This is an optimization exercise on Yosys and OpenROAD, whose aim is a short achievable clock period, not a production implementation.
At most, simulation tests tie the RTL to the original design; equivalence was not proved.
The RTL of run 2 was laid out without a check of its function.
Power is estimated from default activity; no workload was simulated.

[design/flow/run.sh]
#!/bin/bash
# synth_recipe.tcl (not shown) runs the flow's synth.tcl, then flattens the netlist and writes it again
# the make line also repeats each setting of config.mk as NAME=value (left out here)
make -C /OpenROAD-flow-scripts/flow DESIGN_CONFIG=/design/flow/config.mk WORK_HOME=/design/flow/orfs CLKGATE_MAP_FILE= SYNTH_SCRIPT=/design/flow/synth_recipe.tcl finish
[design/flow/config.mk]
export PLATFORM = sky130hd
export DESIGN_NAME = cpu_core
export DESIGN_NICKNAME = cpu_core
export VERILOG_FILES = /design/flow/design.v
export SDC_FILE = /design/flow/constraint.sdc
export NUM_CORES = 4
export LEC_CHECK = 0
export ABC_AREA = 1
export CAP_MARGIN = 20
export CORE_MARGIN = 2
export CORE_UTILIZATION = 40
export PLACE_DENSITY = 0.5
export SETUP_SLACK_MARGIN = 4.2
export SLEW_MARGIN = 20
[design/flow/constraint.sdc]
create_clock -name core_clock -period 7.0 [get_ports {CLOCK}]
set_input_delay 1.4000 -clock core_clock [delete_from_list [all_inputs] [get_ports {CLOCK}]]
set_output_delay 1.4000 -clock core_clock [all_outputs]
set_load 0.01 [all_outputs]
[design/flow/design.v]
`default_nettype none
module alu64(input logic [63:0] a, b, input logic cin, op_and, op_orr, output logic [63:0] y);
  wire [63:0] p0 = a | b;
  wire [63:0] g0 = a & b;
  wire g1_1 = g0[1] | (p0[1] & g0[0]);
  wire p1_1 = p0[1] & p0[0];
  wire g1_2 = g0[2] | (p0[2] & g0[1]);
  wire p1_2 = p0[2] & p0[1];
  wire g1_3 = g0[3] | (p0[3] & g0[2]);
  wire p1_3 = p0[3] & p0[2];
  wire g1_4 = g0[4] | (p0[4] & g0[3]);
  wire p1_4 = p0[4] & p0[3];
  wire g1_5 = g0[5] | (p0[5] & g0[4]);
  wire p1_5 = p0[5] & p0[4];
  wire g1_6 = g0[6] | (p0[6] & g0[5]);
  wire p1_6 = p0[6] & p0[5];
  wire g1_7 = g0[7] | (p0[7] & g0[6]);
  wire p1_7 = p0[7] & p0[6];
  wire g1_8 = g0[8] | (p0[8] & g0[7]);
  wire p1_8 = p0[8] & p0[7];
  wire g1_9 = g0[9] | (p0[9] & g0[8]);
  wire p1_9 = p0[9] & p0[8];
  wire g1_10 = g0[10] | (p0[10] & g0[9]);
  wire p1_10 = p0[10] & p0[9];
  wire g1_11 = g0[11] | (p0[11] & g0[10]);
  wire p1_11 = p0[11] & p0[10];
  wire g1_12 = g0[12] | (p0[12] & g0[11]);
  wire p1_12 = p0[12] & p0[11];
  wire g1_13 = g0[13] | (p0[13] & g0[12]);
  wire p1_13 = p0[13] & p0[12];
  wire g1_14 = g0[14] | (p0[14] & g0[13]);
  wire p1_14 = p0[14] & p0[13];
  wire g1_15 = g0[15] | (p0[15] & g0[14]);
  wire p1_15 = p0[15] & p0[14];
  wire g1_16 = g0[16] | (p0[16] & g0[15]);
  wire p1_16 = p0[16] & p0[15];
  wire g1_17 = g0[17] | (p0[17] & g0[16]);
  wire p1_17 = p0[17] & p0[16];
  wire g1_18 = g0[18] | (p0[18] & g0[17]);
  wire p1_18 = p0[18] & p0[17];
  wire g1_19 = g0[19] | (p0[19] & g0[18]);
  wire p1_19 = p0[19] & p0[18];
  wire g1_20 = g0[20] | (p0[20] & g0[19]);
  wire p1_20 = p0[20] & p0[19];
  wire g1_21 = g0[21] | (p0[21] & g0[20]);
  wire p1_21 = p0[21] & p0[20];
  wire g1_22 = g0[22] | (p0[22] & g0[21]);
  wire p1_22 = p0[22] & p0[21];
  wire g1_23 = g0[23] | (p0[23] & g0[22]);
  wire p1_23 = p0[23] & p0[22];
  wire g1_24 = g0[24] | (p0[24] & g0[23]);
  wire p1_24 = p0[24] & p0[23];
  wire g1_25 = g0[25] | (p0[25] & g0[24]);
  wire p1_25 = p0[25] & p0[24];
  wire g1_26 = g0[26] | (p0[26] & g0[25]);
  wire p1_26 = p0[26] & p0[25];
  wire g1_27 = g0[27] | (p0[27] & g0[26]);
  wire p1_27 = p0[27] & p0[26];
  wire g1_28 = g0[28] | (p0[28] & g0[27]);
  wire p1_28 = p0[28] & p0[27];
  wire g1_29 = g0[29] | (p0[29] & g0[28]);
  wire p1_29 = p0[29] & p0[28];
  wire g1_30 = g0[30] | (p0[30] & g0[29]);
  wire p1_30 = p0[30] & p0[29];
  wire g1_31 = g0[31] | (p0[31] & g0[30]);
  wire p1_31 = p0[31] & p0[30];
  wire g1_32 = g0[32] | (p0[32] & g0[31]);
  wire p1_32 = p0[32] & p0[31];
  wire g1_33 = g0[33] | (p0[33] & g0[32]);
  wire p1_33 = p0[33] & p0[32];
  wire g1_34 = g0[34] | (p0[34] & g0[33]);
  wire p1_34 = p0[34] & p0[33];
  wire g1_35 = g0[35] | (p0[35] & g0[34]);
  wire p1_35 = p0[35] & p0[34];
  wire g1_36 = g0[36] | (p0[36] & g0[35]);
  wire p1_36 = p0[36] & p0[35];
  wire g1_37 = g0[37] | (p0[37] & g0[36]);
  wire p1_37 = p0[37] & p0[36];
  wire g1_38 = g0[38] | (p0[38] & g0[37]);
  wire p1_38 = p0[38] & p0[37];
  wire g1_39 = g0[39] | (p0[39] & g0[38]);
  wire p1_39 = p0[39] & p0[38];
  wire g1_40 = g0[40] | (p0[40] & g0[39]);
  wire p1_40 = p0[40] & p0[39];
  wire g1_41 = g0[41] | (p0[41] & g0[40]);
  wire p1_41 = p0[41] & p0[40];
  wire g1_42 = g0[42] | (p0[42] & g0[41]);
  wire p1_42 = p0[42] & p0[41];
  wire g1_43 = g0[43] | (p0[43] & g0[42]);
  wire p1_43 = p0[43] & p0[42];
  wire g1_44 = g0[44] | (p0[44] & g0[43]);
  wire p1_44 = p0[44] & p0[43];
  wire g1_45 = g0[45] | (p0[45] & g0[44]);
  wire p1_45 = p0[45] & p0[44];
  wire g1_46 = g0[46] | (p0[46] & g0[45]);
  wire p1_46 = p0[46] & p0[45];
  wire g1_47 = g0[47] | (p0[47] & g0[46]);
  wire p1_47 = p0[47] & p0[46];
  wire g1_48 = g0[48] | (p0[48] & g0[47]);
  wire p1_48 = p0[48] & p0[47];
  wire g1_49 = g0[49] | (p0[49] & g0[48]);
  wire p1_49 = p0[49] & p0[48];
  wire g1_50 = g0[50] | (p0[50] & g0[49]);
  wire p1_50 = p0[50] & p0[49];
  wire g1_51 = g0[51] | (p0[51] & g0[50]);
  wire p1_51 = p0[51] & p0[50];
  wire g1_52 = g0[52] | (p0[52] & g0[51]);
  wire p1_52 = p0[52] & p0[51];
  wire g1_53 = g0[53] | (p0[53] & g0[52]);
  wire p1_53 = p0[53] & p0[52];
  wire g1_54 = g0[54] | (p0[54] & g0[53]);
  wire p1_54 = p0[54] & p0[53];
  wire g1_55 = g0[55] | (p0[55] & g0[54]);
  wire p1_55 = p0[55] & p0[54];
  wire g1_56 = g0[56] | (p0[56] & g0[55]);
  wire p1_56 = p0[56] & p0[55];
  wire g1_57 = g0[57] | (p0[57] & g0[56]);
  wire p1_57 = p0[57] & p0[56];
  wire g1_58 = g0[58] | (p0[58] & g0[57]);
  wire p1_58 = p0[58] & p0[57];
  wire g1_59 = g0[59] | (p0[59] & g0[58]);
  wire p1_59 = p0[59] & p0[58];
  wire g1_60 = g0[60] | (p0[60] & g0[59]);
  wire p1_60 = p0[60] & p0[59];
  wire g1_61 = g0[61] | (p0[61] & g0[60]);
  wire p1_61 = p0[61] & p0[60];
  wire g1_62 = g0[62] | (p0[62] & g0[61]);
  wire p1_62 = p0[62] & p0[61];
  wire g1_63 = g0[63] | (p0[63] & g0[62]);
  wire p1_63 = p0[63] & p0[62];
  wire g2_2 = g1_2 | (p1_2 & g0[0]);
  wire p2_2 = p1_2 & p0[0];
  wire g2_3 = g1_3 | (p1_3 & g1_1);
  wire p2_3 = p1_3 & p1_1;
  wire g2_4 = g1_4 | (p1_4 & g1_2);
  wire p2_4 = p1_4 & p1_2;
  wire g2_5 = g1_5 | (p1_5 & g1_3);
  wire p2_5 = p1_5 & p1_3;
  wire g2_6 = g1_6 | (p1_6 & g1_4);
  wire p2_6 = p1_6 & p1_4;
  wire g2_7 = g1_7 | (p1_7 & g1_5);
  wire p2_7 = p1_7 & p1_5;
  wire g2_8 = g1_8 | (p1_8 & g1_6);
  wire p2_8 = p1_8 & p1_6;
  wire g2_9 = g1_9 | (p1_9 & g1_7);
  wire p2_9 = p1_9 & p1_7;
  wire g2_10 = g1_10 | (p1_10 & g1_8);
  wire p2_10 = p1_10 & p1_8;
  wire g2_11 = g1_11 | (p1_11 & g1_9);
  wire p2_11 = p1_11 & p1_9;
  wire g2_12 = g1_12 | (p1_12 & g1_10);
  wire p2_12 = p1_12 & p1_10;
  wire g2_13 = g1_13 | (p1_13 & g1_11);
  wire p2_13 = p1_13 & p1_11;
  wire g2_14 = g1_14 | (p1_14 & g1_12);
  wire p2_14 = p1_14 & p1_12;
  wire g2_15 = g1_15 | (p1_15 & g1_13);
  wire p2_15 = p1_15 & p1_13;
  wire g2_16 = g1_16 | (p1_16 & g1_14);
  wire p2_16 = p1_16 & p1_14;
  wire g2_17 = g1_17 | (p1_17 & g1_15);
  wire p2_17 = p1_17 & p1_15;
  wire g2_18 = g1_18 | (p1_18 & g1_16);
  wire p2_18 = p1_18 & p1_16;
  wire g2_19 = g1_19 | (p1_19 & g1_17);
  wire p2_19 = p1_19 & p1_17;
  wire g2_20 = g1_20 | (p1_20 & g1_18);
  wire p2_20 = p1_20 & p1_18;
  wire g2_21 = g1_21 | (p1_21 & g1_19);
  wire p2_21 = p1_21 & p1_19;
  wire g2_22 = g1_22 | (p1_22 & g1_20);
  wire p2_22 = p1_22 & p1_20;
  wire g2_23 = g1_23 | (p1_23 & g1_21);
  wire p2_23 = p1_23 & p1_21;
  wire g2_24 = g1_24 | (p1_24 & g1_22);
  wire p2_24 = p1_24 & p1_22;
  wire g2_25 = g1_25 | (p1_25 & g1_23);
  wire p2_25 = p1_25 & p1_23;
  wire g2_26 = g1_26 | (p1_26 & g1_24);
  wire p2_26 = p1_26 & p1_24;
  wire g2_27 = g1_27 | (p1_27 & g1_25);
  wire p2_27 = p1_27 & p1_25;
  wire g2_28 = g1_28 | (p1_28 & g1_26);
  wire p2_28 = p1_28 & p1_26;
  wire g2_29 = g1_29 | (p1_29 & g1_27);
  wire p2_29 = p1_29 & p1_27;
  wire g2_30 = g1_30 | (p1_30 & g1_28);
  wire p2_30 = p1_30 & p1_28;
  wire g2_31 = g1_31 | (p1_31 & g1_29);
  wire p2_31 = p1_31 & p1_29;
  wire g2_32 = g1_32 | (p1_32 & g1_30);
  wire p2_32 = p1_32 & p1_30;
  wire g2_33 = g1_33 | (p1_33 & g1_31);
  wire p2_33 = p1_33 & p1_31;
  wire g2_34 = g1_34 | (p1_34 & g1_32);
  wire p2_34 = p1_34 & p1_32;
  wire g2_35 = g1_35 | (p1_35 & g1_33);
  wire p2_35 = p1_35 & p1_33;
  wire g2_36 = g1_36 | (p1_36 & g1_34);
  wire p2_36 = p1_36 & p1_34;
  wire g2_37 = g1_37 | (p1_37 & g1_35);
  wire p2_37 = p1_37 & p1_35;
  wire g2_38 = g1_38 | (p1_38 & g1_36);
  wire p2_38 = p1_38 & p1_36;
  wire g2_39 = g1_39 | (p1_39 & g1_37);
  wire p2_39 = p1_39 & p1_37;
  wire g2_40 = g1_40 | (p1_40 & g1_38);
  wire p2_40 = p1_40 & p1_38;
  wire g2_41 = g1_41 | (p1_41 & g1_39);
  wire p2_41 = p1_41 & p1_39;
  wire g2_42 = g1_42 | (p1_42 & g1_40);
  wire p2_42 = p1_42 & p1_40;
  wire g2_43 = g1_43 | (p1_43 & g1_41);
  wire p2_43 = p1_43 & p1_41;
  wire g2_44 = g1_44 | (p1_44 & g1_42);
  wire p2_44 = p1_44 & p1_42;
  wire g2_45 = g1_45 | (p1_45 & g1_43);
  wire p2_45 = p1_45 & p1_43;
  wire g2_46 = g1_46 | (p1_46 & g1_44);
  wire p2_46 = p1_46 & p1_44;
  wire g2_47 = g1_47 | (p1_47 & g1_45);
  wire p2_47 = p1_47 & p1_45;
  wire g2_48 = g1_48 | (p1_48 & g1_46);
  wire p2_48 = p1_48 & p1_46;
  wire g2_49 = g1_49 | (p1_49 & g1_47);
  wire p2_49 = p1_49 & p1_47;
  wire g2_50 = g1_50 | (p1_50 & g1_48);
  wire p2_50 = p1_50 & p1_48;
  wire g2_51 = g1_51 | (p1_51 & g1_49);
  wire p2_51 = p1_51 & p1_49;
  wire g2_52 = g1_52 | (p1_52 & g1_50);
  wire p2_52 = p1_52 & p1_50;
  wire g2_53 = g1_53 | (p1_53 & g1_51);
  wire p2_53 = p1_53 & p1_51;
  wire g2_54 = g1_54 | (p1_54 & g1_52);
  wire p2_54 = p1_54 & p1_52;
  wire g2_55 = g1_55 | (p1_55 & g1_53);
  wire p2_55 = p1_55 & p1_53;
  wire g2_56 = g1_56 | (p1_56 & g1_54);
  wire p2_56 = p1_56 & p1_54;
  wire g2_57 = g1_57 | (p1_57 & g1_55);
  wire p2_57 = p1_57 & p1_55;
  wire g2_58 = g1_58 | (p1_58 & g1_56);
  wire p2_58 = p1_58 & p1_56;
  wire g2_59 = g1_59 | (p1_59 & g1_57);
  wire p2_59 = p1_59 & p1_57;
  wire g2_60 = g1_60 | (p1_60 & g1_58);
  wire p2_60 = p1_60 & p1_58;
  wire g2_61 = g1_61 | (p1_61 & g1_59);
  wire p2_61 = p1_61 & p1_59;
  wire g2_62 = g1_62 | (p1_62 & g1_60);
  wire p2_62 = p1_62 & p1_60;
  wire g2_63 = g1_63 | (p1_63 & g1_61);
  wire p2_63 = p1_63 & p1_61;
  wire g3_4 = g2_4 | (p2_4 & g0[0]);
  wire p3_4 = p2_4 & p0[0];
  wire g3_5 = g2_5 | (p2_5 & g1_1);
  wire p3_5 = p2_5 & p1_1;
  wire g3_6 = g2_6 | (p2_6 & g2_2);
  wire p3_6 = p2_6 & p2_2;
  wire g3_7 = g2_7 | (p2_7 & g2_3);
  wire p3_7 = p2_7 & p2_3;
  wire g3_8 = g2_8 | (p2_8 & g2_4);
  wire p3_8 = p2_8 & p2_4;
  wire g3_9 = g2_9 | (p2_9 & g2_5);
  wire p3_9 = p2_9 & p2_5;
  wire g3_10 = g2_10 | (p2_10 & g2_6);
  wire p3_10 = p2_10 & p2_6;
  wire g3_11 = g2_11 | (p2_11 & g2_7);
  wire p3_11 = p2_11 & p2_7;
  wire g3_12 = g2_12 | (p2_12 & g2_8);
  wire p3_12 = p2_12 & p2_8;
  wire g3_13 = g2_13 | (p2_13 & g2_9);
  wire p3_13 = p2_13 & p2_9;
  wire g3_14 = g2_14 | (p2_14 & g2_10);
  wire p3_14 = p2_14 & p2_10;
  wire g3_15 = g2_15 | (p2_15 & g2_11);
  wire p3_15 = p2_15 & p2_11;
  wire g3_16 = g2_16 | (p2_16 & g2_12);
  wire p3_16 = p2_16 & p2_12;
  wire g3_17 = g2_17 | (p2_17 & g2_13);
  wire p3_17 = p2_17 & p2_13;
  wire g3_18 = g2_18 | (p2_18 & g2_14);
  wire p3_18 = p2_18 & p2_14;
  wire g3_19 = g2_19 | (p2_19 & g2_15);
  wire p3_19 = p2_19 & p2_15;
  wire g3_20 = g2_20 | (p2_20 & g2_16);
  wire p3_20 = p2_20 & p2_16;
  wire g3_21 = g2_21 | (p2_21 & g2_17);
  wire p3_21 = p2_21 & p2_17;
  wire g3_22 = g2_22 | (p2_22 & g2_18);
  wire p3_22 = p2_22 & p2_18;
  wire g3_23 = g2_23 | (p2_23 & g2_19);
  wire p3_23 = p2_23 & p2_19;
  wire g3_24 = g2_24 | (p2_24 & g2_20);
  wire p3_24 = p2_24 & p2_20;
  wire g3_25 = g2_25 | (p2_25 & g2_21);
  wire p3_25 = p2_25 & p2_21;
  wire g3_26 = g2_26 | (p2_26 & g2_22);
  wire p3_26 = p2_26 & p2_22;
  wire g3_27 = g2_27 | (p2_27 & g2_23);
  wire p3_27 = p2_27 & p2_23;
  wire g3_28 = g2_28 | (p2_28 & g2_24);
  wire p3_28 = p2_28 & p2_24;
  wire g3_29 = g2_29 | (p2_29 & g2_25);
  wire p3_29 = p2_29 & p2_25;
  wire g3_30 = g2_30 | (p2_30 & g2_26);
  wire p3_30 = p2_30 & p2_26;
  wire g3_31 = g2_31 | (p2_31 & g2_27);
  wire p3_31 = p2_31 & p2_27;
  wire g3_32 = g2_32 | (p2_32 & g2_28);
  wire p3_32 = p2_32 & p2_28;
  wire g3_33 = g2_33 | (p2_33 & g2_29);
  wire p3_33 = p2_33 & p2_29;
  wire g3_34 = g2_34 | (p2_34 & g2_30);
  wire p3_34 = p2_34 & p2_30;
  wire g3_35 = g2_35 | (p2_35 & g2_31);
  wire p3_35 = p2_35 & p2_31;
  wire g3_36 = g2_36 | (p2_36 & g2_32);
  wire p3_36 = p2_36 & p2_32;
  wire g3_37 = g2_37 | (p2_37 & g2_33);
  wire p3_37 = p2_37 & p2_33;
  wire g3_38 = g2_38 | (p2_38 & g2_34);
  wire p3_38 = p2_38 & p2_34;
  wire g3_39 = g2_39 | (p2_39 & g2_35);
  wire p3_39 = p2_39 & p2_35;
  wire g3_40 = g2_40 | (p2_40 & g2_36);
  wire p3_40 = p2_40 & p2_36;
  wire g3_41 = g2_41 | (p2_41 & g2_37);
  wire p3_41 = p2_41 & p2_37;
  wire g3_42 = g2_42 | (p2_42 & g2_38);
  wire p3_42 = p2_42 & p2_38;
  wire g3_43 = g2_43 | (p2_43 & g2_39);
  wire p3_43 = p2_43 & p2_39;
  wire g3_44 = g2_44 | (p2_44 & g2_40);
  wire p3_44 = p2_44 & p2_40;
  wire g3_45 = g2_45 | (p2_45 & g2_41);
  wire p3_45 = p2_45 & p2_41;
  wire g3_46 = g2_46 | (p2_46 & g2_42);
  wire p3_46 = p2_46 & p2_42;
  wire g3_47 = g2_47 | (p2_47 & g2_43);
  wire p3_47 = p2_47 & p2_43;
  wire g3_48 = g2_48 | (p2_48 & g2_44);
  wire p3_48 = p2_48 & p2_44;
  wire g3_49 = g2_49 | (p2_49 & g2_45);
  wire p3_49 = p2_49 & p2_45;
  wire g3_50 = g2_50 | (p2_50 & g2_46);
  wire p3_50 = p2_50 & p2_46;
  wire g3_51 = g2_51 | (p2_51 & g2_47);
  wire p3_51 = p2_51 & p2_47;
  wire g3_52 = g2_52 | (p2_52 & g2_48);
  wire p3_52 = p2_52 & p2_48;
  wire g3_53 = g2_53 | (p2_53 & g2_49);
  wire p3_53 = p2_53 & p2_49;
  wire g3_54 = g2_54 | (p2_54 & g2_50);
  wire p3_54 = p2_54 & p2_50;
  wire g3_55 = g2_55 | (p2_55 & g2_51);
  wire p3_55 = p2_55 & p2_51;
  wire g3_56 = g2_56 | (p2_56 & g2_52);
  wire p3_56 = p2_56 & p2_52;
  wire g3_57 = g2_57 | (p2_57 & g2_53);
  wire p3_57 = p2_57 & p2_53;
  wire g3_58 = g2_58 | (p2_58 & g2_54);
  wire p3_58 = p2_58 & p2_54;
  wire g3_59 = g2_59 | (p2_59 & g2_55);
  wire p3_59 = p2_59 & p2_55;
  wire g3_60 = g2_60 | (p2_60 & g2_56);
  wire p3_60 = p2_60 & p2_56;
  wire g3_61 = g2_61 | (p2_61 & g2_57);
  wire p3_61 = p2_61 & p2_57;
  wire g3_62 = g2_62 | (p2_62 & g2_58);
  wire p3_62 = p2_62 & p2_58;
  wire g3_63 = g2_63 | (p2_63 & g2_59);
  wire p3_63 = p2_63 & p2_59;
  wire g4_8 = g3_8 | (p3_8 & g0[0]);
  wire p4_8 = p3_8 & p0[0];
  wire g4_9 = g3_9 | (p3_9 & g1_1);
  wire p4_9 = p3_9 & p1_1;
  wire g4_10 = g3_10 | (p3_10 & g2_2);
  wire p4_10 = p3_10 & p2_2;
  wire g4_11 = g3_11 | (p3_11 & g2_3);
  wire p4_11 = p3_11 & p2_3;
  wire g4_12 = g3_12 | (p3_12 & g3_4);
  wire p4_12 = p3_12 & p3_4;
  wire g4_13 = g3_13 | (p3_13 & g3_5);
  wire p4_13 = p3_13 & p3_5;
  wire g4_14 = g3_14 | (p3_14 & g3_6);
  wire p4_14 = p3_14 & p3_6;
  wire g4_15 = g3_15 | (p3_15 & g3_7);
  wire p4_15 = p3_15 & p3_7;
  wire g4_16 = g3_16 | (p3_16 & g3_8);
  wire p4_16 = p3_16 & p3_8;
  wire g4_17 = g3_17 | (p3_17 & g3_9);
  wire p4_17 = p3_17 & p3_9;
  wire g4_18 = g3_18 | (p3_18 & g3_10);
  wire p4_18 = p3_18 & p3_10;
  wire g4_19 = g3_19 | (p3_19 & g3_11);
  wire p4_19 = p3_19 & p3_11;
  wire g4_20 = g3_20 | (p3_20 & g3_12);
  wire p4_20 = p3_20 & p3_12;
  wire g4_21 = g3_21 | (p3_21 & g3_13);
  wire p4_21 = p3_21 & p3_13;
  wire g4_22 = g3_22 | (p3_22 & g3_14);
  wire p4_22 = p3_22 & p3_14;
  wire g4_23 = g3_23 | (p3_23 & g3_15);
  wire p4_23 = p3_23 & p3_15;
  wire g4_24 = g3_24 | (p3_24 & g3_16);
  wire p4_24 = p3_24 & p3_16;
  wire g4_25 = g3_25 | (p3_25 & g3_17);
  wire p4_25 = p3_25 & p3_17;
  wire g4_26 = g3_26 | (p3_26 & g3_18);
  wire p4_26 = p3_26 & p3_18;
  wire g4_27 = g3_27 | (p3_27 & g3_19);
  wire p4_27 = p3_27 & p3_19;
  wire g4_28 = g3_28 | (p3_28 & g3_20);
  wire p4_28 = p3_28 & p3_20;
  wire g4_29 = g3_29 | (p3_29 & g3_21);
  wire p4_29 = p3_29 & p3_21;
  wire g4_30 = g3_30 | (p3_30 & g3_22);
  wire p4_30 = p3_30 & p3_22;
  wire g4_31 = g3_31 | (p3_31 & g3_23);
  wire p4_31 = p3_31 & p3_23;
  wire g4_32 = g3_32 | (p3_32 & g3_24);
  wire p4_32 = p3_32 & p3_24;
  wire g4_33 = g3_33 | (p3_33 & g3_25);
  wire p4_33 = p3_33 & p3_25;
  wire g4_34 = g3_34 | (p3_34 & g3_26);
  wire p4_34 = p3_34 & p3_26;
  wire g4_35 = g3_35 | (p3_35 & g3_27);
  wire p4_35 = p3_35 & p3_27;
  wire g4_36 = g3_36 | (p3_36 & g3_28);
  wire p4_36 = p3_36 & p3_28;
  wire g4_37 = g3_37 | (p3_37 & g3_29);
  wire p4_37 = p3_37 & p3_29;
  wire g4_38 = g3_38 | (p3_38 & g3_30);
  wire p4_38 = p3_38 & p3_30;
  wire g4_39 = g3_39 | (p3_39 & g3_31);
  wire p4_39 = p3_39 & p3_31;
  wire g4_40 = g3_40 | (p3_40 & g3_32);
  wire p4_40 = p3_40 & p3_32;
  wire g4_41 = g3_41 | (p3_41 & g3_33);
  wire p4_41 = p3_41 & p3_33;
  wire g4_42 = g3_42 | (p3_42 & g3_34);
  wire p4_42 = p3_42 & p3_34;
  wire g4_43 = g3_43 | (p3_43 & g3_35);
  wire p4_43 = p3_43 & p3_35;
  wire g4_44 = g3_44 | (p3_44 & g3_36);
  wire p4_44 = p3_44 & p3_36;
  wire g4_45 = g3_45 | (p3_45 & g3_37);
  wire p4_45 = p3_45 & p3_37;
  wire g4_46 = g3_46 | (p3_46 & g3_38);
  wire p4_46 = p3_46 & p3_38;
  wire g4_47 = g3_47 | (p3_47 & g3_39);
  wire p4_47 = p3_47 & p3_39;
  wire g4_48 = g3_48 | (p3_48 & g3_40);
  wire p4_48 = p3_48 & p3_40;
  wire g4_49 = g3_49 | (p3_49 & g3_41);
  wire p4_49 = p3_49 & p3_41;
  wire g4_50 = g3_50 | (p3_50 & g3_42);
  wire p4_50 = p3_50 & p3_42;
  wire g4_51 = g3_51 | (p3_51 & g3_43);
  wire p4_51 = p3_51 & p3_43;
  wire g4_52 = g3_52 | (p3_52 & g3_44);
  wire p4_52 = p3_52 & p3_44;
  wire g4_53 = g3_53 | (p3_53 & g3_45);
  wire p4_53 = p3_53 & p3_45;
  wire g4_54 = g3_54 | (p3_54 & g3_46);
  wire p4_54 = p3_54 & p3_46;
  wire g4_55 = g3_55 | (p3_55 & g3_47);
  wire p4_55 = p3_55 & p3_47;
  wire g4_56 = g3_56 | (p3_56 & g3_48);
  wire p4_56 = p3_56 & p3_48;
  wire g4_57 = g3_57 | (p3_57 & g3_49);
  wire p4_57 = p3_57 & p3_49;
  wire g4_58 = g3_58 | (p3_58 & g3_50);
  wire p4_58 = p3_58 & p3_50;
  wire g4_59 = g3_59 | (p3_59 & g3_51);
  wire p4_59 = p3_59 & p3_51;
  wire g4_60 = g3_60 | (p3_60 & g3_52);
  wire p4_60 = p3_60 & p3_52;
  wire g4_61 = g3_61 | (p3_61 & g3_53);
  wire p4_61 = p3_61 & p3_53;
  wire g4_62 = g3_62 | (p3_62 & g3_54);
  wire p4_62 = p3_62 & p3_54;
  wire g4_63 = g3_63 | (p3_63 & g3_55);
  wire p4_63 = p3_63 & p3_55;
  wire g5_16 = g4_16 | (p4_16 & g0[0]);
  wire p5_16 = p4_16 & p0[0];
  wire g5_17 = g4_17 | (p4_17 & g1_1);
  wire p5_17 = p4_17 & p1_1;
  wire g5_18 = g4_18 | (p4_18 & g2_2);
  wire p5_18 = p4_18 & p2_2;
  wire g5_19 = g4_19 | (p4_19 & g2_3);
  wire p5_19 = p4_19 & p2_3;
  wire g5_20 = g4_20 | (p4_20 & g3_4);
  wire p5_20 = p4_20 & p3_4;
  wire g5_21 = g4_21 | (p4_21 & g3_5);
  wire p5_21 = p4_21 & p3_5;
  wire g5_22 = g4_22 | (p4_22 & g3_6);
  wire p5_22 = p4_22 & p3_6;
  wire g5_23 = g4_23 | (p4_23 & g3_7);
  wire p5_23 = p4_23 & p3_7;
  wire g5_24 = g4_24 | (p4_24 & g4_8);
  wire p5_24 = p4_24 & p4_8;
  wire g5_25 = g4_25 | (p4_25 & g4_9);
  wire p5_25 = p4_25 & p4_9;
  wire g5_26 = g4_26 | (p4_26 & g4_10);
  wire p5_26 = p4_26 & p4_10;
  wire g5_27 = g4_27 | (p4_27 & g4_11);
  wire p5_27 = p4_27 & p4_11;
  wire g5_28 = g4_28 | (p4_28 & g4_12);
  wire p5_28 = p4_28 & p4_12;
  wire g5_29 = g4_29 | (p4_29 & g4_13);
  wire p5_29 = p4_29 & p4_13;
  wire g5_30 = g4_30 | (p4_30 & g4_14);
  wire p5_30 = p4_30 & p4_14;
  wire g5_31 = g4_31 | (p4_31 & g4_15);
  wire p5_31 = p4_31 & p4_15;
  wire g5_32 = g4_32 | (p4_32 & g4_16);
  wire p5_32 = p4_32 & p4_16;
  wire g5_33 = g4_33 | (p4_33 & g4_17);
  wire p5_33 = p4_33 & p4_17;
  wire g5_34 = g4_34 | (p4_34 & g4_18);
  wire p5_34 = p4_34 & p4_18;
  wire g5_35 = g4_35 | (p4_35 & g4_19);
  wire p5_35 = p4_35 & p4_19;
  wire g5_36 = g4_36 | (p4_36 & g4_20);
  wire p5_36 = p4_36 & p4_20;
  wire g5_37 = g4_37 | (p4_37 & g4_21);
  wire p5_37 = p4_37 & p4_21;
  wire g5_38 = g4_38 | (p4_38 & g4_22);
  wire p5_38 = p4_38 & p4_22;
  wire g5_39 = g4_39 | (p4_39 & g4_23);
  wire p5_39 = p4_39 & p4_23;
  wire g5_40 = g4_40 | (p4_40 & g4_24);
  wire p5_40 = p4_40 & p4_24;
  wire g5_41 = g4_41 | (p4_41 & g4_25);
  wire p5_41 = p4_41 & p4_25;
  wire g5_42 = g4_42 | (p4_42 & g4_26);
  wire p5_42 = p4_42 & p4_26;
  wire g5_43 = g4_43 | (p4_43 & g4_27);
  wire p5_43 = p4_43 & p4_27;
  wire g5_44 = g4_44 | (p4_44 & g4_28);
  wire p5_44 = p4_44 & p4_28;
  wire g5_45 = g4_45 | (p4_45 & g4_29);
  wire p5_45 = p4_45 & p4_29;
  wire g5_46 = g4_46 | (p4_46 & g4_30);
  wire p5_46 = p4_46 & p4_30;
  wire g5_47 = g4_47 | (p4_47 & g4_31);
  wire p5_47 = p4_47 & p4_31;
  wire g5_48 = g4_48 | (p4_48 & g4_32);
  wire p5_48 = p4_48 & p4_32;
  wire g5_49 = g4_49 | (p4_49 & g4_33);
  wire p5_49 = p4_49 & p4_33;
  wire g5_50 = g4_50 | (p4_50 & g4_34);
  wire p5_50 = p4_50 & p4_34;
  wire g5_51 = g4_51 | (p4_51 & g4_35);
  wire p5_51 = p4_51 & p4_35;
  wire g5_52 = g4_52 | (p4_52 & g4_36);
  wire p5_52 = p4_52 & p4_36;
  wire g5_53 = g4_53 | (p4_53 & g4_37);
  wire p5_53 = p4_53 & p4_37;
  wire g5_54 = g4_54 | (p4_54 & g4_38);
  wire p5_54 = p4_54 & p4_38;
  wire g5_55 = g4_55 | (p4_55 & g4_39);
  wire p5_55 = p4_55 & p4_39;
  wire g5_56 = g4_56 | (p4_56 & g4_40);
  wire p5_56 = p4_56 & p4_40;
  wire g5_57 = g4_57 | (p4_57 & g4_41);
  wire p5_57 = p4_57 & p4_41;
  wire g5_58 = g4_58 | (p4_58 & g4_42);
  wire p5_58 = p4_58 & p4_42;
  wire g5_59 = g4_59 | (p4_59 & g4_43);
  wire p5_59 = p4_59 & p4_43;
  wire g5_60 = g4_60 | (p4_60 & g4_44);
  wire p5_60 = p4_60 & p4_44;
  wire g5_61 = g4_61 | (p4_61 & g4_45);
  wire p5_61 = p4_61 & p4_45;
  wire g5_62 = g4_62 | (p4_62 & g4_46);
  wire p5_62 = p4_62 & p4_46;
  wire g5_63 = g4_63 | (p4_63 & g4_47);
  wire p5_63 = p4_63 & p4_47;
  wire g6_32 = g5_32 | (p5_32 & g0[0]);
  wire p6_32 = p5_32 & p0[0];
  wire g6_33 = g5_33 | (p5_33 & g1_1);
  wire p6_33 = p5_33 & p1_1;
  wire g6_34 = g5_34 | (p5_34 & g2_2);
  wire p6_34 = p5_34 & p2_2;
  wire g6_35 = g5_35 | (p5_35 & g2_3);
  wire p6_35 = p5_35 & p2_3;
  wire g6_36 = g5_36 | (p5_36 & g3_4);
  wire p6_36 = p5_36 & p3_4;
  wire g6_37 = g5_37 | (p5_37 & g3_5);
  wire p6_37 = p5_37 & p3_5;
  wire g6_38 = g5_38 | (p5_38 & g3_6);
  wire p6_38 = p5_38 & p3_6;
  wire g6_39 = g5_39 | (p5_39 & g3_7);
  wire p6_39 = p5_39 & p3_7;
  wire g6_40 = g5_40 | (p5_40 & g4_8);
  wire p6_40 = p5_40 & p4_8;
  wire g6_41 = g5_41 | (p5_41 & g4_9);
  wire p6_41 = p5_41 & p4_9;
  wire g6_42 = g5_42 | (p5_42 & g4_10);
  wire p6_42 = p5_42 & p4_10;
  wire g6_43 = g5_43 | (p5_43 & g4_11);
  wire p6_43 = p5_43 & p4_11;
  wire g6_44 = g5_44 | (p5_44 & g4_12);
  wire p6_44 = p5_44 & p4_12;
  wire g6_45 = g5_45 | (p5_45 & g4_13);
  wire p6_45 = p5_45 & p4_13;
  wire g6_46 = g5_46 | (p5_46 & g4_14);
  wire p6_46 = p5_46 & p4_14;
  wire g6_47 = g5_47 | (p5_47 & g4_15);
  wire p6_47 = p5_47 & p4_15;
  wire g6_48 = g5_48 | (p5_48 & g5_16);
  wire p6_48 = p5_48 & p5_16;
  wire g6_49 = g5_49 | (p5_49 & g5_17);
  wire p6_49 = p5_49 & p5_17;
  wire g6_50 = g5_50 | (p5_50 & g5_18);
  wire p6_50 = p5_50 & p5_18;
  wire g6_51 = g5_51 | (p5_51 & g5_19);
  wire p6_51 = p5_51 & p5_19;
  wire g6_52 = g5_52 | (p5_52 & g5_20);
  wire p6_52 = p5_52 & p5_20;
  wire g6_53 = g5_53 | (p5_53 & g5_21);
  wire p6_53 = p5_53 & p5_21;
  wire g6_54 = g5_54 | (p5_54 & g5_22);
  wire p6_54 = p5_54 & p5_22;
  wire g6_55 = g5_55 | (p5_55 & g5_23);
  wire p6_55 = p5_55 & p5_23;
  wire g6_56 = g5_56 | (p5_56 & g5_24);
  wire p6_56 = p5_56 & p5_24;
  wire g6_57 = g5_57 | (p5_57 & g5_25);
  wire p6_57 = p5_57 & p5_25;
  wire g6_58 = g5_58 | (p5_58 & g5_26);
  wire p6_58 = p5_58 & p5_26;
  wire g6_59 = g5_59 | (p5_59 & g5_27);
  wire p6_59 = p5_59 & p5_27;
  wire g6_60 = g5_60 | (p5_60 & g5_28);
  wire p6_60 = p5_60 & p5_28;
  wire g6_61 = g5_61 | (p5_61 & g5_29);
  wire p6_61 = p5_61 & p5_29;
  wire g6_62 = g5_62 | (p5_62 & g5_30);
  wire p6_62 = p5_62 & p5_30;
  wire g6_63 = g5_63 | (p5_63 & g5_31);
  wire p6_63 = p5_63 & p5_31;
  wire [63:0] c;
  assign c[0] = cin;
  assign c[1] = g0[0] | (p0[0] & cin);
  assign c[2] = g1_1 | (p1_1 & cin);
  assign c[3] = g2_2 | (p2_2 & cin);
  assign c[4] = g2_3 | (p2_3 & cin);
  assign c[5] = g3_4 | (p3_4 & cin);
  assign c[6] = g3_5 | (p3_5 & cin);
  assign c[7] = g3_6 | (p3_6 & cin);
  assign c[8] = g3_7 | (p3_7 & cin);
  assign c[9] = g4_8 | (p4_8 & cin);
  assign c[10] = g4_9 | (p4_9 & cin);
  assign c[11] = g4_10 | (p4_10 & cin);
  assign c[12] = g4_11 | (p4_11 & cin);
  assign c[13] = g4_12 | (p4_12 & cin);
  assign c[14] = g4_13 | (p4_13 & cin);
  assign c[15] = g4_14 | (p4_14 & cin);
  assign c[16] = g4_15 | (p4_15 & cin);
  assign c[17] = g5_16 | (p5_16 & cin);
  assign c[18] = g5_17 | (p5_17 & cin);
  assign c[19] = g5_18 | (p5_18 & cin);
  assign c[20] = g5_19 | (p5_19 & cin);
  assign c[21] = g5_20 | (p5_20 & cin);
  assign c[22] = g5_21 | (p5_21 & cin);
  assign c[23] = g5_22 | (p5_22 & cin);
  assign c[24] = g5_23 | (p5_23 & cin);
  assign c[25] = g5_24 | (p5_24 & cin);
  assign c[26] = g5_25 | (p5_25 & cin);
  assign c[27] = g5_26 | (p5_26 & cin);
  assign c[28] = g5_27 | (p5_27 & cin);
  assign c[29] = g5_28 | (p5_28 & cin);
  assign c[30] = g5_29 | (p5_29 & cin);
  assign c[31] = g5_30 | (p5_30 & cin);
  assign c[32] = g5_31 | (p5_31 & cin);
  assign c[33] = g6_32 | (p6_32 & cin);
  assign c[34] = g6_33 | (p6_33 & cin);
  assign c[35] = g6_34 | (p6_34 & cin);
  assign c[36] = g6_35 | (p6_35 & cin);
  assign c[37] = g6_36 | (p6_36 & cin);
  assign c[38] = g6_37 | (p6_37 & cin);
  assign c[39] = g6_38 | (p6_38 & cin);
  assign c[40] = g6_39 | (p6_39 & cin);
  assign c[41] = g6_40 | (p6_40 & cin);
  assign c[42] = g6_41 | (p6_41 & cin);
  assign c[43] = g6_42 | (p6_42 & cin);
  assign c[44] = g6_43 | (p6_43 & cin);
  assign c[45] = g6_44 | (p6_44 & cin);
  assign c[46] = g6_45 | (p6_45 & cin);
  assign c[47] = g6_46 | (p6_46 & cin);
  assign c[48] = g6_47 | (p6_47 & cin);
  assign c[49] = g6_48 | (p6_48 & cin);
  assign c[50] = g6_49 | (p6_49 & cin);
  assign c[51] = g6_50 | (p6_50 & cin);
  assign c[52] = g6_51 | (p6_51 & cin);
  assign c[53] = g6_52 | (p6_52 & cin);
  assign c[54] = g6_53 | (p6_53 & cin);
  assign c[55] = g6_54 | (p6_54 & cin);
  assign c[56] = g6_55 | (p6_55 & cin);
  assign c[57] = g6_56 | (p6_56 & cin);
  assign c[58] = g6_57 | (p6_57 & cin);
  assign c[59] = g6_58 | (p6_58 & cin);
  assign c[60] = g6_59 | (p6_59 & cin);
  assign c[61] = g6_60 | (p6_60 & cin);
  assign c[62] = g6_61 | (p6_61 & cin);
  assign c[63] = g6_62 | (p6_62 & cin);
  wire [63:0] s = a ^ (b ^ c);
  assign y = op_and ? g0 : (op_orr ? p0 : s);
endmodule
`default_nettype wire
`default_nettype none
module cpu_core
(
  input  logic        CLOCK,
  input  logic        rst_n,
  output logic [63:0] pc,
  input  logic [31:0] instr,
  output logic [63:0] mem_addr,
  output logic [63:0] mem_wdata,
  output logic        mem_read,
  output logic        mem_write,
  input  logic [63:0] mem_rdata,
  output logic        wb_en,
  output logic [4:0]  wb_reg,
  output logic [63:0] wb_data
);
  localparam logic [10:0] OP_ADD  = 11'b10001011000;
  localparam logic [10:0] OP_SUB  = 11'b11001011000;
  localparam logic [10:0] OP_AND  = 11'b10001010000;
  localparam logic [10:0] OP_ORR  = 11'b10101010000;
  localparam logic [10:0] OP_LDUR = 11'b11111000010;
  localparam logic [10:0] OP_STUR = 11'b11111000000;
  logic [63:0] pc_q;            
  logic [63:0] pcn_q;           
  logic        stall_q;         
  logic        d_add, d_sub, d_and, d_orr, d_ld, d_st;
  logic [4:0]  d_rn, d_rd, d_srcb;
  logic [8:0]  d_imm;
  logic [30:0] d_sel_a, d_sel_b;    
  logic [4:0]  d_cst_a, d_cst_b;    
  logic        sa_e, sa_ml, sa_ma, sa_w;
  logic        sb_e, sb_ml, sb_ma, sb_w;
  logic        e_rw, e_ld, e_st, e_sub, e_and, e_orr;
  logic [4:0]  e_rd;
  logic [63:0] e_a, e_b, e_s;       
  logic        m_rw, m_ldi;
  logic        m_ld, m_st;        
  logic [4:0]  m_rd;
  logic [63:0] m_res;
  logic [63:0] m_addr, m_sdata;   
  logic        w_en;              
  logic [4:0]  w_rd;              
  logic [63:0] w_out;             
  logic [63:0] w_data;            
  logic [30:0] w_we;              
  logic [63:0] regs [0:30];
  logic [30:0] vld;
  logic [10:0] f_op;
  logic        f_ls;
  logic [4:0]  f_rn, f_rt, f_rm, f_srcb;
  logic [4:0]  n_rn, n_srcb;        
  logic        stall_d;
  logic        d_rw;
  assign f_op   = instr[31:21];
  assign f_rn   = instr[9:5];
  assign f_rt   = instr[4:0];
  assign f_rm   = instr[20:16];
  assign f_ls   = (f_op == OP_LDUR) || (f_op == OP_STUR);
  assign f_srcb = f_ls ? f_rt : f_rm;
  assign n_rn   = stall_q ? d_rn : f_rn;
  assign n_srcb = stall_q ? d_srcb : f_srcb;
  assign d_rw   = d_add | d_sub | d_and | d_orr | d_ld;
  assign stall_d = !stall_q && d_ld &&
                   ((d_rd == f_rn) || (f_ls ? (d_rd == f_rt) : (d_rd == f_rm)));
  function automatic logic [30:0] onehot(input logic [4:0] r);
    for (int i = 0; i < 31; i++) onehot[i] = (r == 5'(i));
  endfunction
  logic he_a, hm_a, hw_a, he_b, hm_b, hw_b;
  logic [30:0] vld_n;               
  assign vld_n = vld | w_we;
  assign he_a = !stall_q && d_rw && (d_rd != 5'd31) && (d_rd == n_rn);
  assign hm_a = e_rw && (e_rd != 5'd31) && (e_rd == n_rn);
  assign hw_a = m_rw && (m_rd != 5'd31) && (m_rd == n_rn);
  assign he_b = !stall_q && d_rw && (d_rd != 5'd31) && (d_rd == n_srcb);
  assign hm_b = e_rw && (e_rd != 5'd31) && (e_rd == n_srcb);
  assign hw_b = m_rw && (m_rd != 5'd31) && (m_rd == n_srcb);
  always_ff @(posedge CLOCK or negedge rst_n) begin
    if (!rst_n) begin
      pc_q    <= '0;
      pcn_q   <= 64'd4;
      stall_q <= 1'b0;
      d_add   <= 1'b0;
      d_sub   <= 1'b0;
      d_and   <= 1'b0;
      d_orr   <= 1'b0;
      d_ld    <= 1'b0;
      d_st    <= 1'b0;
    end else begin
      stall_q <= stall_d;
      if (!stall_q) begin
        pc_q  <= pcn_q;
        pcn_q <= pcn_q + 64'd4;
        d_add <= (f_op == OP_ADD);
        d_sub <= (f_op == OP_SUB);
        d_and <= (f_op == OP_AND);
        d_orr <= (f_op == OP_ORR);
        d_ld  <= (f_op == OP_LDUR);
        d_st  <= (f_op == OP_STUR);
      end
    end
  end
  always_ff @(posedge CLOCK) begin
    if (!stall_q) begin
      d_rn    <= f_rn;
      d_rd    <= f_rt;
      d_srcb  <= f_srcb;
      d_imm   <= instr[20:12];
    end
    d_sel_a <= onehot(n_rn) & vld_n;
    d_sel_b <= onehot(n_srcb) & vld_n;
    d_cst_a <= |(onehot(n_rn) & ~vld_n) ? n_rn : 5'd0;
    d_cst_b <= |(onehot(n_srcb) & ~vld_n) ? n_srcb : 5'd0;
    sa_e  <= he_a;
    sa_ml <= !he_a && hm_a && e_ld;
    sa_ma <= !he_a && hm_a && !e_ld;
    sa_w  <= !he_a && !hm_a && hw_a;
    sb_e  <= he_b;
    sb_ml <= !he_b && hm_b && e_ld;
    sb_ma <= !he_b && hm_b && !e_ld;
    sb_w  <= !he_b && !hm_b && hw_b;
  end
  assign pc = pc_q;
  logic        d_alusrc;
  logic [63:0] rf_a, rf_b, v_a, v_b, res;
  logic [63:0] x_a, x_b;
  assign d_alusrc = d_ld | d_st;
  always_comb begin
    rf_a = '0;
    rf_b = '0;
    for (int i = 0; i < 31; i++) begin
      rf_a = rf_a | ({64{d_sel_a[i]}} & regs[i]);
      rf_b = rf_b | ({64{d_sel_b[i]}} & regs[i]);
    end
    rf_a[4:0] = rf_a[4:0] | d_cst_a;
    rf_b[4:0] = rf_b[4:0] | d_cst_b;
  end
  assign v_a = sa_ml ? mem_rdata : (sa_ma ? m_res : (sa_w ? w_data : rf_a));
  assign v_b = sb_ml ? mem_rdata : (sb_ma ? m_res : (sb_w ? w_data : rf_b));
  assign x_a = sa_e ? res : v_a;
  assign x_b = sb_e ? res : v_b;
  always_ff @(posedge CLOCK or negedge rst_n) begin
    if (!rst_n) begin
      e_rw <= 1'b0;
      e_ld <= 1'b0;
      e_st <= 1'b0;
    end else begin
      e_rw <= !stall_q && d_rw;
      e_ld <= !stall_q && d_ld;
      e_st <= !stall_q && d_st;
    end
  end
  always_ff @(posedge CLOCK) begin
    e_sub <= d_sub;
    e_and <= d_and;
    e_orr <= d_orr;
    e_rd  <= d_rd;
    e_a   <= x_a;
    e_b   <= d_alusrc ? {{55{d_imm[8]}}, d_imm} : (d_sub ? ~x_b : x_b);
    e_s   <= x_b;
  end
  alu64 u_alu (
    .a      (e_a),
    .b      (e_b),
    .cin    (e_sub),
    .op_and (e_and),
    .op_orr (e_orr),
    .y      (res)
  );
  always_ff @(posedge CLOCK or negedge rst_n) begin
    if (!rst_n) begin
      m_rw <= 1'b0;
      m_ld <= 1'b0;
      m_st <= 1'b0;
    end else begin
      m_rw <= e_rw;
      m_ld <= e_ld;
      m_st <= e_st;
    end
  end
  always_ff @(posedge CLOCK) begin
    m_ldi   <= e_ld;
    m_rd    <= e_rd;
    m_res   <= res;
    m_sdata <= e_s;
    m_addr  <= (e_ld || e_st) ? res : 64'd0;    
  end
  assign mem_addr  = m_addr;
  assign mem_wdata = m_sdata;
  assign mem_read  = m_ld;
  assign mem_write = m_st;
  logic [63:0] m_val;
  assign m_val = m_ldi ? mem_rdata : m_res;
  always_ff @(posedge CLOCK or negedge rst_n) begin
    if (!rst_n) begin
      w_en <= 1'b0;
      w_we <= '0;
    end else begin
      w_en <= m_rw;
      w_we <= m_rw ? onehot(m_rd) : '0;
    end
  end
  always_ff @(posedge CLOCK) begin
    w_rd   <= m_rd;
    w_data <= m_val;
    w_out  <= m_rw ? m_val : 64'd0;
  end
  assign wb_en   = w_en;
  assign wb_reg  = w_rd;
  assign wb_data = w_out;
  always_ff @(posedge CLOCK or negedge rst_n) begin
    if (!rst_n) begin
      vld <= '0;
    end else begin
      vld <= vld_n;
    end
  end
  always_ff @(posedge CLOCK) begin
    for (int i = 0; i < 31; i++)
      if (w_we[i]) regs[i] <= w_data;
  end
endmodule
`default_nettype wire
==> results of run 1 <==
==> layout by cell type, fill, tap and decap left out, drive strengths merged, types with 65 or more instances in the layout <==
cell,netlist,layout
o211ai,85,85
xor2,78,78
nand2,4748,4750
dfrtp,199,199
a21oi,421,421
a221oi,158,158
diode,0,145
buf,249,853
nor3,117,117
o21ai,474,474
clkdlybuf4s50,0,82
clkinv,9,119
a22o,192,192
edfxtp,1998,1998
nand4,568,568
nor2,558,558
a211oi,65,65
nor4,186,186
nand3,696,696
clkbuf,422,439
inv,665,679
dfxtp,621,621
==> state kept, by name, indices dropped and copies added, names as in the netlist, 9 cells and up <==
name and flops:
m_sdata 64, d_sel_b 31, d_imm 9, d_sel_a 31, pc_q 62, pcn_q 62
e_a 64, e_b 64, m_res 64, m_addr 64, vld 31, w_out 64
regs 1984, e_s 64, w_we 31, w_data 64
==> Yosys cell counts, types with 20 or more instances <==
| library cell | number | area [um2] |
|---|---|---|
| buf_2 | 86 | 430 |
| nand2_1 | 4717 | 17700 |
| nor4_1 | 180 | 1130 |
| nor3_1 | 112 | 561 |
| a22o_1 | 192 | 1680 |
| clkbuf_1 | 422 | 1580 |
| dfxtp_1 | 621 | 12400 |
| a211oi_1 | 65 | 488 |
| a2111oi_0 | 39 | 342 |
| xor2_1 | 78 | 683 |
| o21ai_0 | 427 | 2140 |
| inv_2 | 20 | 75.1 |
| nand4_1 | 567 | 3550 |
| inv_1 | 644 | 2420 |
| o21ai_1 | 41 | 205 |
| a21oi_1 | 420 | 2100 |
| nand3b_1 | 20 | 150 |
| edfxtp_1 | 1998 | 60000 |
| nand3_1 | 692 | 3460 |
| dfrtp_1 | 199 | 4980 |
| a221oi_1 | 158 | 1380 |
| o211ai_1 | 85 | 638 |
| buf_1 | 155 | 582 |
| nor2_1 | 535 | 2010 |
==> worst max-delay path: stages, from the launching register on <==
cell	delay, ns
dfxtp_4	0.43
buf_16	0.22
nand2_1	0.15
nand4_1	0.09
a211oi_1	0.17
nand4_1	0.50
o21ai_4	0.39
o21ai_1	0.13
o211ai_1	0.26
nand3_1	0.16
nand3_2	0.13
nand2_1	0.06
==> final cells by class <==
type                            count  share of cell area [%]
Timing Repair inverter              2                  0.0125
Multi-Input combinational cell   8567                    28.6
Clock buffer                      407                    5.79
Clock inverter                    166                    1.16
Tap cell                         4100                    3.41
Inverter                          674                    1.75
Timing Repair Buffer              987                    7.15
Antenna cell                      145                   0.241
Sequential cell                  2819                    51.9
==> metrics by stage <==
stage | std cells | area (um2) | worst slack (ns) | utilization, %
floorplan | 12700 | 123000 | 3.95 | -
finish | 17900 | 151000 | 4.04 | 49.2
global route | 17800 | 150000 | 4.01 | 49.2
global placement | 16800 | 132000 | 2.61 | 43.1
CTS | 17500 | 146000 | 4.02 | 47.7
detailed placement | 16800 | 132000 | 2.65 | 43.1
==> how the worst min path moves through the flow <==
| stage | start | end | slack, ns | depth (start not counted) |
|---|---|---|---|---|
| after detailed placement | e_s[53] | m_sdata[53] | 0.31 | 0 |
| final | e_s[22] | m_sdata[22] | 0.30 | 0 |
| after floorplan | e_s[0] | m_sdata[0] | 0.31 | 0 |
| after global placement | e_s[36] | m_sdata[36] | 0.31 | 0 |
| after global routing | e_s[22] | m_sdata[22] | 0.31 | 0 |
| after CTS | e_s[22] | m_sdata[22] | 0.30 | 0 |
==> power breakdown <==
part,switching (W),leakage (nW),total (W),internal [W]
clock,0.00736,5.15,0.0172,0.00988
sequential,0.000232,26.3,0.0181,0.0179
combinational,0.000604,26.9,0.000903,0.000300
==> what timing repair did <==
| action | CTS | global route |
|---|---|---|
| endpoints found under the setup margin | 623 | 466 |
| buffers inserted | 160 | 159 |
| gates resized for setup | 1808 | 608 |
| pin swaps | 50 | 98 |
| cloned | 19 | 26 |
==> metal layers <==
| metal | up-vias | wire [um] | part of all wire [%] |
|---|---|---|---|
| li1 | 45700 | - | - |
| met3 | 2293 | 106000 | 15 |
| met2 | 10300 | 277000 | 40 |
| met5 | - | 377 | 0.054 |
| met4 | 38 | 59200 | 8.5 |
| met1 | 56300 | 253000 | 36 |
==> cells by family (layout without fill, tap and decap cells) <==
logic type	count (synthesis)	in the layout	share of synthesized area, %
other cells	1	147	0.00305
buf+inv	1345	2236	4.24
simple gates	6929	6931	24.0
xor+xnor	83	83	0.592
fa+ha+maj	2	2	0.0265
flops	2819	2819	63.0
compound gates	1549	1549	8.14
==> results.toml, run 1 <==
[clocking]
htree_levels = 5
clk_latency_ns = 0.97
hold_buffers = 0
clock_path_buffers = 4
clk_pin_slew_ns = 0.06
clock_sinks = 2819
cts_tree = "yes"
cts-root-buf = "clkbuf_16"
cts_made_buffers = 316

[yosys]
synth_edf_count = 1998
synthFlopType = "edfxtp_1"
synth-async-reset-ratio_pct = 7.09
synth-seq-area-share_pct = 63.0
yosys_register_bits = 2819
synthCells = 12700
synth_cell_types = 78
yosysWarnings = 2
syn_area_per_cell_um2 = 9.65
netlist_area_um2 = 123000

[sta]
finalSetupTns_ns = 0
fin_crit_ns = 2.96
grt_setup_unrepaired = "yes"
hold_viol = 0
tightest_slew_ns = 1.29
slew_headroom_pct = 14.3
clock.fmax_ghz = 0.338
fin_worst_skew_ns = 0.0543
min_period_over_period_pct = 42.3
setup_viol = 0
final_max_slew_viol_count = 0
worst_hold_slack_ns = 0.305

[detailed_routing]
vias = 115000
via_per_inst = 6.42
ant_nets = 0
drc = 0
routed_wl_um = 695000
wire_per_inst_um = 38.9
drt_iter0_drc = 21900
dr.pass1.iters = 9

[power_and_ir_drop]
vdd_drop_max_uv = 198
p_per_area_nw_per_um2 = 241
power_w = 0.0363
leakagePower_nw = 58.4

[global_routing]
grt-busiest-layer = "met2"
grt_use_met2_pct = 58.0
antenna_found_initial = 85
grt_max_degree = 91
track_usage_pct = 41.9
grt_pass1_vias = 104000
grt_pass1_wl_um = 887000
use_met1_pct = 55.8
grt_overflow_total = 0
use_met3_pct = 13.4

[job]
maxCapViolCount = 0

[floorplanning]
fp.dieW_um = 558
ios = 362
start_util_pct = 40.2
dieHeight_um = 558
die_area_um2 = 312000
rows = 203
core_area_um2 = 306000

[worst_setup_path]
regToRegStartpoint = "d_sel_b[5]"
cp_data_arrival_time_ns = 3.76
cp-startpoint = "d_sel_b[5]"
setup.worst_path.start_class = "flip-flop"
end_kind = "flip-flop"
crit_end = "e_b[35]"
crit_required_ns = 7.80
regToRegSetupSlack_ns = 4.04
path_max_fanout = 18
r2r_cells = 11
worst-setup-path-type = "reg -> reg"
timing.rr.end = "e_b[35]"

[finish]
drive_gt1_share_pct = 16.8
syn_to_final_growth_pct = 22.5
ff_latch_area_um2 = 78100
multi_input_area_um2 = 43100
nNetsFinal = 13500
n_fill_cell = 28400

[status]
outcome = "no timing/DRC/antenna violations"

[placed_design]
gp_congestion = 0.981
io_buffers = 357
dp_hpwl_um = 384000

[min_path]
hp-class = "reg -> reg"
==> run 2: changes to the inputs <==
--- a/design/flow/design.v
+++ b/design/flow/design.v
@@ -744,3 +744,2 @@
   logic [30:0] d_sel_a, d_sel_b;    
-  logic [4:0]  d_cst_a, d_cst_b;    
   logic        sa_e, sa_ml, sa_ma, sa_w;
@@ -761,3 +760,2 @@
   logic [63:0] regs [0:30];
-  logic [30:0] vld;
   logic [10:0] f_op;
@@ -783,4 +781,2 @@
   logic he_a, hm_a, hw_a, he_b, hm_b, hw_b;
-  logic [30:0] vld_n;               
-  assign vld_n = vld | w_we;
   assign he_a = !stall_q && d_rw && (d_rd != 5'd31) && (d_rd == n_rn);
@@ -822,7 +818,5 @@
       d_imm   <= instr[20:12];
+      d_sel_a <= onehot(f_rn);
+      d_sel_b <= f_ls ? onehot(f_rt) : onehot(f_rm);
     end
-    d_sel_a <= onehot(n_rn) & vld_n;
-    d_sel_b <= onehot(n_srcb) & vld_n;
-    d_cst_a <= |(onehot(n_rn) & ~vld_n) ? n_rn : 5'd0;
-    d_cst_b <= |(onehot(n_srcb) & ~vld_n) ? n_srcb : 5'd0;
     sa_e  <= he_a;
@@ -848,4 +842,2 @@
     end
-    rf_a[4:0] = rf_a[4:0] | d_cst_a;
-    rf_b[4:0] = rf_b[4:0] | d_cst_b;
   end
@@ -899,3 +891,3 @@
     m_sdata <= e_s;
-    m_addr  <= (e_ld || e_st) ? res : 64'd0;    
+    if (e_ld || e_st) m_addr <= res;    
   end
@@ -919,3 +911,3 @@
     w_data <= m_val;
-    w_out  <= m_rw ? m_val : 64'd0;
+    if (m_rw) w_out <= m_val;
   end
@@ -926,11 +918,8 @@
     if (!rst_n) begin
-      vld <= '0;
+      for (int i = 0; i < 31; i++) regs[i] <= 64'(i);
     end else begin
-      vld <= vld_n;
+      for (int i = 0; i < 31; i++)
+        if (w_we[i]) regs[i] <= w_data;
     end
   end
-  always_ff @(posedge CLOCK) begin
-    for (int i = 0; i < 31; i++)
-      if (w_we[i]) regs[i] <= w_data;
-  end
 endmodule
--- a/design/flow/config.mk
+++ b/design/flow/config.mk
@@ -10,5 +10,7 @@
 export CORE_MARGIN = 2
-export CORE_UTILIZATION = 40
-export PLACE_DENSITY = 0.5
-export SETUP_SLACK_MARGIN = 4.2
+export CORE_UTILIZATION = 55
+export CTS_CLUSTER_DIAMETER = 200
+export CTS_CLUSTER_SIZE = 30
+export PLACE_DENSITY = 0.7
+export SETUP_SLACK_MARGIN = 4.4
 export SLEW_MARGIN = 20
==> results.toml, run 2 <==
[yosys]
synth_compound_area_share_pct = 19.2
synth-async-reset-ratio_pct = 77.5
yosys_register_bits = 2778
synth_top_family_by_area = "simple AND/OR/NAND/NOR gates"
syn_area_per_cell_um2 = 7.82
synth_xor_area_share_pct = 0.547
synth_area_leaders = "dfrtp_1 39%, nand2_1 12%, o21ai_0 7.1%, dfxtp_1 6.3%, inv_1 5.4%"
synth_top_area_share_pct = 38.6
synth-seq-area-share_pct = 50.9
synth-adder-area-share_pct = 0.0242
synth_cell_types = 76
synthSimpleGateAreaFrac_pct = 19.6
synthMuxAreaShare_pct = 0.544
synth_edf_count = 204
yosysWarnings = 2
synthFlopType = "dfrtp_1"
synth.most_common_cell = "nand2_1"
synth_largest_area_cell = "dfrtp_1"
synth_common_cells = "4269 x nand2_1, 2077 x dfrtp_1, 1952 x inv_1, 1918 x o21ai_0, 1429 x nor2_1"
netlist_area_um2 = 135000
synthCells = 17200

[floorplanning]
ios = 362
start_util_pct = 55.3
rows = 181
fp.dieW_um = 499
dieHeight_um = 499

[status]
outcome = "stopped before the end"
lastStage = "5_1_grt"
stop_error = "[ERROR GRT-0232] Routing congestion too high. Check the congestion heatmap in the GUI."

[clocking]
cts-root-buf = "clkbuf_16"
htree_levels = 3
clock_sinks = 2778
clock_path_buffers = 3
hold_buffers = 0
cts_made_buffers = 102

[global_routing]
grt_max_degree = 161
grt_overflow_total = 1
track_usage_pct = 66.6

[placed_design]
dp_slack_ns = 2.56
io_buffers = 357
dp_hpwl_um = 431000
gp_congestion = 1.06
[run 2: cell count changes after synthesis, sizes merged, moves of 542 or more]
cell and delta:
dfrtp +1878, edfxtp -1794, o21ai +1493, inv +1303
nor2 +898, a21oi +890, clkbuf +542
[run 2: what timing repair did]
action	CTS
cloned	66
setup buffers	600
endpoints found under the setup margin	630
gates resized for setup	2725
pin swaps	316
[run 2: logic make-up after synthesis]
logic type / Yosys count
multiplexers: 65
other: 1
buffers and inverters: 3250
adder cells (fa/ha/maj): 2
XOR/XNOR: 84
AO/OA/AOI/OAI: 4478
flip-flops: 2778
AND/OR/NAND/NOR: 6552
[run 2: worst max path at each step]
stage,start,end,slack [ns],cells after the start
CTS,w_out[26],wb_data[26],4.00,1
detailed placement,d_sel_b[7],e_b[54],2.56,14
global placement,d_sel_b[7],e_b[54],2.51,14
floorplan,instr[29],sb_ma,4.07,12
[run 2: routing by layer]
metal / overflow / global-route usage (%)
met1: 0 / 71.9
met2: 0 / 77.4
met3: 1 / 53.5
met4: 0 / 58.3
met5: 0 / 37.2
[run 2: power groups by stage]
stage               registers [W]  clock network, W  logic [W]
floorplan                  0.0167                 0   0.000425
global placement           0.0167                 0    0.00129
detailed placement         0.0168                 0    0.00130
CTS                        0.0164           0.00819    0.00162
[run 2: through the flow]
stage | cell area (um2) | std cells
4_1_cts | 157000 | 20800
3_5_place_dp | 141000 | 20000
3_3_place_gp | 141000 | 20000
2_1_floorplan | 135000 | 17200

static timing again, ports no longer ideal:
No port has a modelled driver above. Below, the same layout with a new extraction and two added sets of constraints. Step 1 sets driving cells, clkbuf_16 on the clock port and buf_2 on the other inputs (assumed; they add their load-dependent delay and slew). Step 2 times the ports against the registers' clock, not the clock port: input delays grow and output delays shrink by t, the midpoint of the rising clock arrivals with the driver on. Three values: ideal ports, drivers, drivers and shift; two values: the first two.
run: run 1
t (ns): 1.046
setup slack, ns: 4.040 / 3.956 / 3.253
worst setup path after step 2: input to register
worst data-port slew with drivers (ns): 0.22
After both steps run 1 still meets setup and hold. The setup slack of run 1 moves by -0.084 ns with the drivers and by -0.787 ns with both steps.
